From an optimization exercise on the open Yosys and OpenROAD flow, aimed at small area, a short achievable clock period and few clock cycles per item; shortcuts taken in it are not production practice.
No run shown here included a check of the RTL's function; only the layout flow was run.
Power is estimated from default activity; no workload was simulated.

`design.v`:
```
`default_nettype none
package div_pkg;
  localparam int DATA_W = 32;
  localparam int STEPS    = 1;
  localparam int PREP_REG = 1;
  localparam int QB     = 2 * STEPS;         
  localparam int QB_LG  = $clog2(QB);
  localparam int DVS_W  = DATA_W + QB;       
  localparam int CNT_W  = 6 - QB_LG;         
  localparam logic [DATA_W-1:0] INT_MIN = {1'b1, {(DATA_W-1){1'b0}}};
  localparam logic [1:0] OP_DIV  = 2'd0;
  localparam logic [1:0] OP_DIVU = 2'd1;
  localparam logic [1:0] OP_REM  = 2'd2;
  localparam logic [1:0] OP_REMU = 2'd3;
  localparam int OP_REM_BIT   = 1;
  localparam int OP_UNSGN_BIT = 0;
endpackage
`default_nettype wire
`timescale 1ns/1ps
`default_nettype none
module div_radix4_stage #(
  parameter int DVW = 34
) (
  input  wire  [div_pkg::DATA_W-1:0]    in_rem,
  input  wire  [DVW-1:0]                in_dvs,
  output logic [div_pkg::DATA_W-1:0]    out_rem,
  output logic [1:0]                    digit
);
  localparam int DW = div_pkg::DATA_W;
  localparam int XW = DVW + 2;   
  logic [XW-1:0] r, e, e2, ne, ne2, s3, c3;
  logic [XW-1:0] d1, d2, d3;
  logic          q1, q2, q3;
  assign r   = {{(XW-DW){1'b0}}, in_rem};
  assign e   = {3'b000, in_dvs[DVW-1:1]};
  assign e2  = {2'b00, in_dvs};
  assign ne  = ~e;
  assign ne2 = ~e2;
  assign s3 = r ^ ne ^ ne2;
  assign c3 = (r & ne) | (r & ne2) | (ne & ne2);
  assign d1 = r - e;
  assign d2 = r - e2;
  assign d3 = s3 + {c3[XW-2:0], 1'b1} + 1'b1;
  assign q1 = ~d1[XW-1];
  assign q2 = ~d2[XW-1];
  assign q3 = ~d3[XW-1];
  always_comb begin
    if (q3) begin
      out_rem = d3[DW-1:0];
      digit   = 2'd3;
    end else if (q2) begin
      out_rem = d2[DW-1:0];
      digit   = 2'd2;
    end else if (q1) begin
      out_rem = d1[DW-1:0];
      digit   = 2'd1;
    end else begin
      out_rem = in_rem;
      digit   = 2'd0;
    end
  end
endmodule
`default_nettype wire
`timescale 1ns/1ps
`default_nettype none
module div_stage_array (
  input  wire                          CLK,
  input  wire                          RST_N,
  input  wire                          sel,    
  input  wire                          load,   
  input  wire                          take,   
  input  wire  [div_pkg::DATA_W-1:0]   in_rem,
  input  wire  [div_pkg::DVS_W-1:0]    in_dvs,
  input  wire  [div_pkg::CNT_W-1:0]    in_cnt,
  input  wire                          in_q_ones,
  input  wire                          in_neg,
  input  wire                          in_op_rem,
  output logic [div_pkg::DATA_W-1:0]   rem,
  output logic [div_pkg::DATA_W-1:0]   quo,
  output logic                         neg,
  output logic                         op_rem,
  output logic                         done,
  output logic                         busy,
  output logic                         valid
);
  localparam int DW = div_pkg::DATA_W;
  localparam int VW = div_pkg::DVS_W;
  localparam int QB = div_pkg::QB;
  localparam int ST = div_pkg::STEPS;
  logic [VW-1:0]             dvs;
  logic [div_pkg::CNT_W-1:0] cnt;
  logic [DW-1:0]             s_rem, s_quo;
  logic [VW-1:0]             s_dvs;
  logic [div_pkg::CNT_W-1:0] s_cnt;
  logic [ST:0][DW-1:0]       t_rem;
  logic [ST-1:0][1:0]        t_dig;
  logic                      step;
  assign s_rem = sel ? in_rem : rem;
  assign s_quo = sel ? {DW{in_q_ones}} : quo;
  assign s_dvs = sel ? in_dvs : dvs;
  assign s_cnt = sel ? in_cnt : cnt;
  assign t_rem[0] = s_rem;
  for (genvar g = 0; g < ST; g++) begin : g_step
    div_radix4_stage #(.DVW(VW - 2*g)) u_step (
      .in_rem  (t_rem[g]),
      .in_dvs  (s_dvs[VW-1:2*g]),
      .out_rem (t_rem[g+1]),
      .digit   (t_dig[g])
    );
  end
  assign busy = valid & (cnt != '0);
  assign done = valid & (cnt == '0);
  assign step = load | busy;
  always_ff @(posedge CLK) begin
    if (!RST_N) begin
      valid <= 1'b0;
    end else if (load) begin
      valid <= 1'b1;
    end else if (take) begin
      valid <= 1'b0;
    end
  end
  always_ff @(posedge CLK) begin
    if (step) begin
      if (s_cnt != '0) begin
        rem <= t_rem[ST];
        quo <= {s_quo[DW-QB-1:0], t_dig};
        dvs <= {{QB{1'b0}}, s_dvs[VW-1:QB]};
        cnt <= s_cnt - 1'b1;
      end else begin
        rem <= s_rem;
        quo <= s_quo;
        dvs <= s_dvs;
        cnt <= s_cnt;
      end
    end
    if (load) begin
      neg    <= in_neg;
      op_rem <= in_op_rem;
    end
  end
endmodule
`default_nettype wire
`timescale 1ns/1ps
`default_nettype none
module div_operand_prep (
  input  wire                          CLK,
  input  wire                          RST_N,
  input  wire  [div_pkg::DATA_W-1:0]   req_a,
  input  wire  [div_pkg::DATA_W-1:0]   req_b,
  input  wire  [1:0]                   req_op,
  input  wire                          accept,   
  input  wire                          take,     
  output logic                         free,     
  output logic [div_pkg::DATA_W-1:0]   rem,      
  output logic [div_pkg::DVS_W-1:0]    dvs,      
  output logic [div_pkg::CNT_W-1:0]    cnt,      
  output logic                         q_ones,   
  output logic                         neg,      
  output logic                         op_rem,
  output logic                         valid
);
  localparam int DW = div_pkg::DATA_W;
  localparam int QB = div_pkg::QB;
  logic          sgn, a_neg, b_neg;
  logic [DW-1:0] a_mag, b_mag;
  logic [DW-1:0] m_a, m_b;
  logic          m_dz, m_a_neg, m_q_neg, m_rem, m_valid;
  assign sgn   = ~req_op[div_pkg::OP_UNSGN_BIT];
  assign a_neg = sgn & req_a[DW-1];
  assign b_neg = sgn & req_b[DW-1];
  assign a_mag = a_neg ? -req_a : req_a;   
  assign b_mag = b_neg ? -req_b : req_b;
  if (div_pkg::PREP_REG != 0) begin : g_mag_reg
    logic mv;
    always_ff @(posedge CLK) begin
      if (!RST_N) begin
        mv <= 1'b0;
      end else if (accept) begin
        mv <= 1'b1;
      end else if (take | ~valid) begin
        mv <= 1'b0;
      end
    end
    always_ff @(posedge CLK) begin
      if (accept) begin
        m_a     <= a_mag;
        m_b     <= b_mag;
        m_dz    <= (req_b == '0);
        m_a_neg <= a_neg;
        m_q_neg <= a_neg ^ b_neg;
        m_rem   <= req_op[div_pkg::OP_REM_BIT];
      end
    end
    assign m_valid = mv;
    assign free    = ~mv | ~valid;
  end else begin : g_mag_comb
    assign m_a     = a_mag;
    assign m_b     = b_mag;
    assign m_dz    = (req_b == '0);
    assign m_a_neg = a_neg;
    assign m_q_neg = a_neg ^ b_neg;
    assign m_rem   = req_op[div_pkg::OP_REM_BIT];
    assign m_valid = accept;
    assign free    = ~valid;
  end
  logic [5:0]           la, lb;
  logic [6:0]           k;
  logic [DW+QB-1:0]     sh;
  logic [div_pkg::CNT_W-1:0] n_cnt;
  always_comb begin
    la = 6'd32;
    lb = 6'd32;
    for (int i = 0; i < DW; i++) begin
      if (m_a[i]) la = DW - 1 - i;
      if (m_b[i]) lb = DW - 1 - i;
    end
  end
  assign k     = {1'b0, lb} - {1'b0, la};
  assign sh    = {{QB{1'b0}}, m_b} << (k[4:0] | 5'(QB - 1));
  assign n_cnt = (m_dz || k[6]) ? '0 : (k[5:0] >> div_pkg::QB_LG) + 1'b1;
  logic load_s;
  assign load_s = m_valid & (~valid | take);
  always_ff @(posedge CLK) begin
    if (!RST_N) begin
      valid <= 1'b0;
    end else if (load_s) begin
      valid <= 1'b1;
    end else if (take) begin
      valid <= 1'b0;
    end
  end
  always_ff @(posedge CLK) begin
    if (load_s) begin
      rem    <= m_a;
      dvs    <= sh;
      cnt    <= n_cnt;
      q_ones <= m_dz & ~m_rem;
      neg    <= m_rem ? m_a_neg : m_q_neg & ~m_dz;
      op_rem <= m_rem;
    end
  end
endmodule
`default_nettype wire
`timescale 1ns/1ps
`default_nettype none
module div_result_fix (
  input  wire                          CLK,
  input  wire                          RST_N,
  input  wire  [div_pkg::DATA_W-1:0]   rem,
  input  wire  [div_pkg::DATA_W-1:0]   quo,
  input  wire                          neg,
  input  wire                          op_rem,
  input  wire                          take,
  input  wire                          res_ready,
  output logic [div_pkg::DATA_W-1:0]   res,
  output logic                         res_valid
);
  logic [div_pkg::DATA_W-1:0] mag;
  assign mag = op_rem ? rem : quo;
  always_ff @(posedge CLK) begin
    if (!RST_N) begin
      res_valid <= 1'b0;
    end else if (take) begin
      res_valid <= 1'b1;
    end else if (res_ready) begin
      res_valid <= 1'b0;
    end
  end
  always_ff @(posedge CLK) begin
    if (take) begin
      res <= neg ? -mag : mag;
    end
  end
endmodule
`default_nettype wire
`timescale 1ns/1ps
`default_nettype none
module div_top (
  input  wire                         CLK,
  input  wire                         RST_N,
  input  wire  [div_pkg::DATA_W-1:0]  req_a,
  input  wire  [div_pkg::DATA_W-1:0]  req_b,
  input  wire  [1:0]                  req_op,
  input  wire                         req_valid,
  output logic                        req_ready,
  output logic [div_pkg::DATA_W-1:0]  res,
  output logic                        res_valid,
  input  wire                         res_ready
);
  localparam int DW = div_pkg::DATA_W;
  logic [DW-1:0]              p_rem;
  logic [div_pkg::DVS_W-1:0]  p_dvs;
  logic [div_pkg::CNT_W-1:0]  p_cnt;
  logic                       p_q_ones, p_neg, p_op_rem, p_valid, p_free;
  logic [DW-1:0]              c_rem, c_quo;
  logic                       c_neg, c_op_rem, c_done, c_busy, c_valid;
  logic                       take, sel, load, accept;
  assign take      = c_done & (~res_valid | res_ready);
  assign sel       = p_valid & ~c_busy;
  assign load      = p_valid & (~c_valid | take);
  assign req_ready = RST_N & (p_free | load);
  assign accept    = req_valid & req_ready;
  div_operand_prep u_prep (
    .CLK    (CLK),
    .RST_N  (RST_N),
    .req_a  (req_a),
    .req_b  (req_b),
    .req_op (req_op),
    .accept (accept),
    .take   (load),
    .free   (p_free),
    .rem    (p_rem),
    .dvs    (p_dvs),
    .cnt    (p_cnt),
    .q_ones (p_q_ones),
    .neg    (p_neg),
    .op_rem (p_op_rem),
    .valid  (p_valid)
  );
  div_stage_array u_core (
    .CLK       (CLK),
    .RST_N     (RST_N),
    .sel       (sel),
    .load      (load),
    .take      (take),
    .in_rem    (p_rem),
    .in_dvs    (p_dvs),
    .in_cnt    (p_cnt),
    .in_q_ones (p_q_ones),
    .in_neg    (p_neg),
    .in_op_rem (p_op_rem),
    .rem       (c_rem),
    .quo       (c_quo),
    .neg       (c_neg),
    .op_rem    (c_op_rem),
    .done      (c_done),
    .busy      (c_busy),
    .valid     (c_valid)
  );
  div_result_fix u_fix (
    .CLK       (CLK),
    .RST_N     (RST_N),
    .rem       (c_rem),
    .quo       (c_quo),
    .neg       (c_neg),
    .op_rem    (c_op_rem),
    .take      (take),
    .res_ready (res_ready),
    .res       (res),
    .res_valid (res_valid)
  );
endmodule
`default_nettype wire
```
`run.sh`:
```
#!/bin/bash
# synth_recipe.tcl (not shown) runs the flow's synth.tcl, then flattens the netlist and writes it again
# the make line also repeats each setting of config.mk as NAME=value (left out here)
make -C /OpenROAD-flow-scripts/flow DESIGN_CONFIG=/design/flow/config.mk WORK_HOME=/design/flow/orfs CLKGATE_MAP_FILE= SYNTH_SCRIPT=/design/flow/synth_recipe.tcl finish
```
`config.mk`:
```
export PLATFORM = sky130hd
export DESIGN_NAME = div_top
export DESIGN_NICKNAME = div_top
export VERILOG_FILES = /design/flow/design.v
export SDC_FILE = /design/flow/constraint.sdc
export NUM_CORES = 4
export LEC_CHECK = 0
export CAP_MARGIN = 20
export CORE_MARGIN = 2
export CORE_UTILIZATION = 40
export SLEW_MARGIN = 20
```
`constraint.sdc`:
```
create_clock -name core_clock -period 5.5 [get_ports {CLK}]
set_input_delay 1.1000 -clock core_clock [delete_from_list [all_inputs] [get_ports {CLK}]]
set_output_delay 1.1000 -clock core_clock [all_outputs]
set_load 0.01 [all_outputs]
```
==> flow_summary.json, run 1 <==
{
  "rsz0062_at_grt": "true",
  "hpwl_um": 53100,
  "final_cells": 3163,
  "yosys_warnings": 4,
  "clkLatencyLatePin_ps": 550,
  "status": "timing/DRC/antenna clean",
  "max_freq_ghz": 0.186,
  "leakagePower_nw": 10.0,
  "post-route-min-period_ps": 5380,
  "viasPerCell": 5.80,
  "synthCells": 2219,
  "required_ps": 5800,
  "hold_start": "u_prep.op_rem",
  "route.antenna.remaining_nets": 0,
  "avgRoutedWirePerCell_um": 21.5,
  "syn_avg_cell_area_um2": 9.68,
  "post-route-period-util_pct": 97.9,
  "final-hold-violation-count": 0,
  "irDropWorstVdd_v": 0.000199,
  "tightest_slew_ps": 995,
  "route.detailed.drc": 0,
  "reg2regPathDepth": 20,
  "grt_pass1_vias": 17700,
  "worst-setup-path-type": "reg -> reg",
  "antenna_found_initial": 0,
  "max_cap_viol_count": 0,
  "num-nets-final": 2668,
  "rrSetupSlack_ps": 120,
  "report.final.slew_viol_count": 0,
  "drt_iter0_drc": 1551,
  "grt_pass1_wl_um": 104000,
  "cts_root_buf": "clkbuf_16",
  "cts.clk_slew.worst_paths_ps": 60,
  "ys_async_sr_fraction_pct": 0,
  "crit_chain": "or3_4 -> o31ai_4 -> nand2_4 -> clkbuf_4 -> buf_4 -> mux2i_1 -> buf_4 -> fa_1 -> ha_4 -> and3_1 -> a221o_1 -> a221o_1 -> o2bb2ai_2 -> buf_4 -> o41ai_4 -> buf_12 -> o21ai_2 -> a31oi_1 -> o21ai_1 -> a221o_1",
  "setup_viol": 0,
  "critPathMaxFanout": 14,
  "synthDistinctLibCells": 89,
  "cts_sinks": 282,
  "slowest_delay_ps": 470,
  "cts_hold_repair.buffers": 0,
  "hold_depth": 0,
  "rows": 84,
  "setup_tns_ps": 0,
  "antenna_cells": 0,
  "io_buffers": 103,
  "powerDensity_mw_per_mm2": 369,
  "finalWirelength_um": 68000,
  "grtUsageTotal_pct": 24.2,
  "drive_gt1_share_pct": 12.8,
  "holdCritPathClass": "reg -> reg",
  "synth.area.top_cells": "edfxtp_1 39%, mux2i_1 6.8%, ha_1 6.3%",
  "vias": 18300,
  "crit_arrival_ps": 5680,
  "timing.rr.start": "u_core.cnt[2]",
  "synth_top_area_share_pct": 38.9,
  "grt_max_degree": 74,
  "area_growth_syn_to_layout_pct": 20.4,
  "synth_edf_count": 278,
  "crit_buf_inv": 5,
  "start_util_pct": 40.6,
  "cts.path.max_buffers": 3,
  "synth_flop_cell": "edfxtp_1",
  "globalRoute.totalOverflow": 0,
  "ys_seq_elements": 282,
  "routabilityCongestion": 1.04,
  "slew_headroom_pct": 33.4,
  "synth_area_mm2": 0.0215,
  "core_area_mm2": 0.0529,
  "synth_top_area_cell": "edfxtp_1",
  "path_delay_family": "compound AO/OA/AOI/OAI gates",
  "h-tree-depth": 2,
  "reg2reg_to": "u_core.rem[19]",
  "hold_path_end": "u_core.op_rem",
  "cts_tree": "done",
  "first_pass_iters": 5,
  "synth_nets": 2433,
  "fin_skew_ps": 27.5,
  "dp.cells": 3088,
  "die_x_um": 236,
  "die_h_um": 236,
  "ios": 104,
  "seq_area_frac_synth_pct": 39.2,
  "dieArea_mm2": 0.0556,
  "critical-path-slowest-cell": "fa_1",
  "cp-start-kind": "flop",
  "cts_buffers": 35,
  "crit_path_end_kind": "flop"
}
[sequential cells by signal, summed over array words and instances (netlist names), 5 cells and up]
signal and count:
u_prep.m_b 32, u_core.quo 32, u_prep.dvs 33, u_prep.rem 32, u_prep.cnt 5, u_fix.res 32, u_core.dvs 34, u_core.rem 32
u_core.cnt 5, u_prep.m_a 32
[power breakdown]
group | switching [mW] | internal (mW)
logic | 2.51 | 1.89
registers | 0.190 | 2.67
clock network | 0.937 | 1.35
[cells in the mapped netlist (15+ instances only)]
| master | instances |
|---|---|
| edfxtp_1 | 278 |
| nand2_1 | 260 |
| nor2_1 | 165 |
| a21oi_1 | 163 |
| mux2i_1 | 145 |
| ha_1 | 108 |
| o21ai_0 | 107 |
| xnor2_1 | 100 |
| nor3_1 | 72 |
| xor2_1 | 71 |
| inv_1 | 59 |
| clkbuf_1 | 55 |
| a31oi_1 | 45 |
| nand3_1 | 43 |
| a21o_1 | 41 |
| fa_1 | 36 |
| a211oi_1 | 31 |
| and3_1 | 27 |
| nor4_1 | 25 |
| o21a_1 | 25 |
| nand2b_1 | 24 |
| nor2b_1 | 24 |
| or3_1 | 22 |
| buf_2 | 21 |
| and2_1 | 19 |
| o31ai_1 | 19 |
| o211ai_1 | 16 |
| o22ai_1 | 16 |
| o21ai_1 | 15 |
[worst register-to-register path, cell delays in order, from the launching register on]
cell       delay (ps)
edfxtp_1          390
or3_4             430
o31ai_4           320
nand2_4            90
clkbuf_4          210
buf_4             150
mux2i_1           160
buf_4             200
fa_1              470
ha_4              280
and3_1            200
a221o_1           320
a221o_1           390
o2bb2ai_2         150
buf_4             160
o41ai_4           340
buf_12            200
o21ai_2            70
a31oi_1           210
o21ai_1           100
a221o_1           290
[layout by cell type, fill, tap and decap left out, drive strengths merged, types with 12 or more instances in the layout]
| cell type | Yosys | routed |
|---|---|---|
| fa | 36 | 36 |
| o22ai | 16 | 16 |
| buf | 32 | 181 |
| o21a | 25 | 25 |
| and3 | 27 | 27 |
| nor3b | 15 | 15 |
| or2 | 16 | 16 |
| o211ai | 17 | 17 |
| and2 | 19 | 19 |
| inv | 59 | 63 |
| nor2b | 24 | 24 |
| nor3 | 72 | 72 |
| nor4 | 26 | 26 |
| o31a | 12 | 12 |
| a21oi | 163 | 163 |
| o21ai | 123 | 123 |
| o41ai | 15 | 15 |
| a21o | 41 | 41 |
| clkdlybuf4s50 | 0 | 103 |
| mux2i | 146 | 146 |
| nand3 | 43 | 43 |
| xnor2 | 101 | 101 |
| a31oi | 45 | 45 |
| nand2b | 24 | 24 |
| clkbuf | 55 | 43 |
| edfxtp | 278 | 278 |
| nand2 | 264 | 264 |
| o31ai | 21 | 21 |
| or3 | 22 | 22 |
| a211oi | 31 | 31 |
| ha | 108 | 108 |
| nor2 | 169 | 169 |
| xor2 | 71 | 71 |
[per-layer routing]
metal / GRT usage, % / vias to the layer above / routed length [um]
met3: 3.19 / 125 / 4070
met1: 32.4 / 8845 / 29700
met2: 39.8 / 610 / 31600
met4: 9.40 / 0 / 2670
li1: - / 8758 / -
met5: 0 / - / 0
[what timing repair did]
action | CTS | global route
buffers inserted | 1 | 16
endpoints found under the setup margin | 5 | 30
hold endpoints to repair | 0 | 0
pin swaps | 1 | 7
gates resized for setup | 2 | 36
[how the worst max path moves through the flow]
stage	to	start	slack (ps)	cells past startpoint
after floorplan	u_core.rem[10]	u_core.cnt[2]	2	18
after global placement	u_core.rem[19]	u_core.cnt[2]	60	19
after detailed placement	u_core.rem[17]	u_core.cnt[2]	-60	19
after CTS	u_core.rem[19]	u_core.cnt[2]	0.05	19
after global routing	u_core.rem[19]	u_core.cnt[2]	-80	19
final	u_core.rem[19]	u_core.cnt[2]	120	20
[cell type report]
| type | count | area (um2) |
|---|---|---|
| inverters | 59 | 221 |
| fillers | 4992 | 27000 |
| clock inverters | 16 | 188 |
| repair buffers | 285 | 2520 |
| flip-flops and latches | 282 | 8430 |
| multi-input cells | 1791 | 12700 |
| clock buffers | 42 | 923 |
| well taps | 688 | 861 |
[stage by stage]
step | instance area (um2) | utilization [%] | total power, mW | setup WS [ps] | hold slack [ps]
finish | 25900 | 48.9 | 9.54 | 118 | 427
global route | 25900 | 48.9 | 10.1 | -83.7 | 438
CTS | 25500 | 48.3 | 9.40 | 0.0546 | 428
detailed placement | 24400 | 46.2 | 7.08 | -59.7 | 415
global placement | 24400 | 46.1 | 7.05 | 60.5 | 403
floorplan | 21500 | - | 5.65 | 2.38 | 400
[cells by family after synthesis]
group / after synthesis / synth area share (%)
adder cells (fa/ha/maj): 144 / 9.64
buffers and inverters: 146 / 2.73
XOR/XNOR: 172 / 7.05
multiplexers: 157 / 7.59
flip-flops: 282 / 39.2
AO/OA/AOI/OAI: 582 / 17.7
AND/OR/NAND/NOR: 736 / 16.1
==> inputs of run 2 (changes only) <==
--- a/config.mk
+++ b/config.mk
@@ -5,7 +5,9 @@
 export SDC_FILE = /design/flow/constraint.sdc
 export NUM_CORES = 4
 export LEC_CHECK = 0
+export ABC_CLOCK_PERIOD_IN_PS = 2500
 export CAP_MARGIN = 20
 export CORE_MARGIN = 2
 export CORE_UTILIZATION = 40
+export SETUP_SLACK_MARGIN = 2.6
 export SLEW_MARGIN = 20
==> flow_summary.json, run 2 <==
{
  "status": "timing/DRC/antenna clean",
  "hold_start": "u_prep.op_rem",
  "irDropWorstVdd_v": 0.000195,
  "pwr-share-clk_pct": 22.5,
  "report.final.slew_viol_count": 0,
  "clkLatencyLatePin_ps": 560,
  "top_register": "u_core.dvs",
  "hold_depth": 0,
  "final_area_mm2": 0.0299,
  "yosys-top-cells-count": "278 x edfxtp_1, 260 x nand2_1, 165 x nor2_1",
  "dp.cells": 3035,
  "finalWirelength_um": 76600,
  "reg2reg_to": "u_core.rem[20]",
  "route.antenna.remaining_nets": 0,
  "timing.final.ws_setup_ps": 192,
  "synthCells": 2219,
  "holdCritPathClass": "reg -> reg",
  "largest_register_ffs": 34,
  "max_freq_ghz": 0.188,
  "reg_top3": "u_core.dvs (34), u_prep.dvs (33)",
  "ios": 104,
  "layout_common_cells": "278 x edfxtp_1, 225 x nand2_1, 198 x buf_4, 144 x nor2_1, 118 x a21oi_1",
  "ys_async_sr_fraction_pct": 0,
  "drive_gt1_share_pct": 28.7,
  "synth_top_area_cell": "edfxtp_1",
  "fillers": 4491,
  "crit_path_end_kind": "flop",
  "worst-setup-path-type": "reg -> reg",
  "cts_root_buf": "clkbuf_16",
  "hpwl_um": 51300,
  "post-route-util_pct": 56.6,
  "tightest_slew_ps": 1150,
  "cts_tree": "done",
  "cts_hold_repair.buffers": 0,
  "cts.path.max_buffers": 3,
  "dieArea_mm2": 0.0556,
  "max_cap_viol_count": 0,
  "post-route-min-period_ps": 5310,
  "grtUsageTotal_pct": 25.9,
  "crit_start": "u_core.cnt[3]",
  "final_common_cell": "edfxtp_1",
  "synth_edf_count": 278,
  "leakagePower_nw": 11.4,
  "rows": 84,
  "core_area_mm2": 0.0529,
  "globalRoute.totalOverflow": 0,
  "seq_area_frac_synth_pct": 39.2,
  "crit_arrival_ps": 5620,
  "power_mw": 10.7,
  "wl_met3_um": 4460,
  "reg2regPathDepth": 19,
  "h-tree-depth": 2,
  "cp-start-kind": "flop",
  "dpl_cell_area_mm2": 0.0243,
  "grt_max_degree": 74,
  "grt_pass1_vias": 19000,
  "synth_area_mm2": 0.0215,
  "final-hold-violation-count": 0,
  "hold_path_end": "u_core.op_rem",
  "timing.hold.ws_ps": 424,
  "slowest_delay_ps": 520,
  "swShare_pct": 38.2,
  "final_cells": 3301,
  "synth_top_area_share_pct": 38.9,
  "area_growth_syn_to_layout_pct": 39.3,
  "p_comb_share_pct": 50.6,
  "syn_avg_cell_area_um2": 9.68,
  "viasPerCell": 5.97,
  "crit_top_cell": "a221o_1",
  "slew_headroom_pct": 23.2,
  "antenna_cells": 0,
  "fin_skew_ps": 39.0,
  "powerDensity_mw_per_mm2": 358,
  "critical-path-slowest-cell": "fa_1",
  "synth_flop_cell": "edfxtp_1",
  "start_util_pct": 40.6,
  "setup_tns_ps": 0,
  "cts_sinks": 282,
  "io_buffers": 103,
  "vias": 19700,
  "grt_pass1_wl_um": 111000,
  "avgRoutedWirePerCell_um": 23.2,
  "cts.clk_slew.worst_paths_ps": 70,
  "p_int_mw": 6.62,
  "synthDistinctLibCells": 89,
  "rsz0062_at_grt": "true",
  "first_pass_iters": 6,
  "drt_iter0_drc": 1533,
  "seq_power_share_pct": 26.9,
  "crit_chain": "or3_4 -> o31ai_4 -> and2_4 -> buf_12 -> mux2i_4 -> inv_2 -> fa_1 -> ha_4 -> a21o_1 -> a221o_1 -> a221o_1 -> o2bb2ai_4 -> o41a_4 -> nor2_4 -> nand2_4 -> buf_4 -> nor3_1 -> or3_1 -> a21oi_1",
  "routabilityCongestion": 0.932,
  "cts_buffers": 34,
  "setup_viol": 0,
  "route.detailed.drc": 0,
  "top_layer_used": "met4",
  "critPathMaxFanout": 6,
  "synth_nets": 2433,
  "rrSetupSlack_ps": 190,
  "yosysMostFrequentCell": "edfxtp_1",
  "die_x_um": 236,
  "antenna_found_initial": 0,
  "yosys_warnings": 4,
  "post-place-ws_ps": 188,
  "post-route-period-util_pct": 96.5,
  "power.net_switching_mw": 4.10,
  "met1_length_um": 31700,
  "die_h_um": 236,
  "num-nets-final": 2805,
  "synth.area.top_cells": "edfxtp_1 39%, mux2i_1 6.8%, ha_1 6.3%",
  "wl_met2_um": 36800,
  "ys_seq_elements": 282,
  "required_ps": 5810,
  "timing.rr.start": "u_core.cnt[3]"
}
==> run 2: cell counts after synthesis <==
Identical to the previous run, type by type.
==> run 2: cell type report <==
type / count / area, um2 / share of cell area (%)
clock inverters: 21 / 279 / 0.932
well taps: 688 / 861 / 2.88
repair buffers: 414 / 4370 / 14.6
inverters: 59 / 238 / 0.794
clock buffers: 37 / 883 / 2.95
multi-input cells: 1800 / 14900 / 49.7
flip-flops and latches: 282 / 8430 / 28.2
==> run 2: cell families (layout without fill, tap and decap cells) <==
| kind of cell | Yosys count | count (layout) | share of synthesized area, % |
|---|---|---|---|
| multiplexers | 157 | 157 | 7.59 |
| adder cells (fa/ha/maj) | 144 | 144 | 9.64 |
| buffers and inverters | 146 | 531 | 2.73 |
| flip-flops | 282 | 282 | 39.2 |
| AO/OA/AOI/OAI | 582 | 586 | 17.7 |
| AND/OR/NAND/NOR | 736 | 739 | 16.1 |
| XOR/XNOR | 172 | 174 | 7.05 |
==> run 2: critical path, delay by kind of cell, from the launching register on <==
family / cells / cell delay [ps]
AOI/OAI and AO/OA: 7 / 1940
and+or+nand+nor: 6 / 1370
adders and majority gates: 2 / 750
DFF: 1 / 400
buffers and inverters: 3 / 380
muxes: 1 / 220
==> run 2: layer usage <==
| layer | GRT usage (%) | up-vias |
|---|---|---|
| met5 | 0 | - |
| met4 | 11.7 | 0 |
| met3 | 3.81 | 213 |
| met2 | 43.8 | 769 |
| met1 | 32.7 | 9628 |
| li1 | - | 9083 |
==> run 2: worst max-delay path by stage <==
stage / slack, ps / cells after the start / to
2_1_floorplan: 490 / 21 / u_core.rem[20]
3_3_place_gp: 200 / 17 / u_core.rem[20]
3_5_place_dp: 190 / 17 / u_core.rem[20]
4_1_cts: 450 / 18 / u_core.rem[20]
5_1_grt: 80 / 21 / u_core.rem[20]
6_report: 190 / 19 / u_core.rem[20]
==> run 2: power groups by stage <==
stage / Clock [mW] / Sequential, mW / Combinational [mW]
after CTS: 2.44 / 2.86 / 4.82
after global routing: 2.52 / 2.89 / 5.79
after floorplan: 0 / 2.81 / 2.96
after detailed placement: 0 / 2.90 / 4.13
after global placement: 0 / 2.90 / 4.10
final: 2.41 / 2.88 / 5.43
==> run 2: timing repair <==
action | 4_1_cts | 5_1_grt
gates resized for setup | 353 | 217
pin swaps | 98 | 101
buffers inserted | 123 | 56
setup endpoints to repair | 295 | 254
cloned | 23 | 6

## re-timing with driven ports
No port has a modelled driver above. Below, the same layouts with a new extraction and two added sets of constraints. Step 1: set_driving_cell puts a clkbuf_16 on CLK and a buf_2 on each other input, an assumption about the parent block. Step 2 times the ports against the registers' clock, not the clock port: input delays grow and output delays shrink by t, the midpoint of the rising clock arrivals with the driver on. Three values: no drivers, after step 1, after step 2; two values: the first two.
| run | t, ns | slack for setup (ns) | worst register clock-pin slew, ns |
|---|---|---|---|
| run 1 | 0.600 | 0.118 / 0.118 / 0.118 | 0.07 / 0.07 |
| run 2 | 0.595 | 0.192 / 0.192 / 0.192 | 0.07 / 0.07 |
After both steps setup and hold are still met in every run listed.
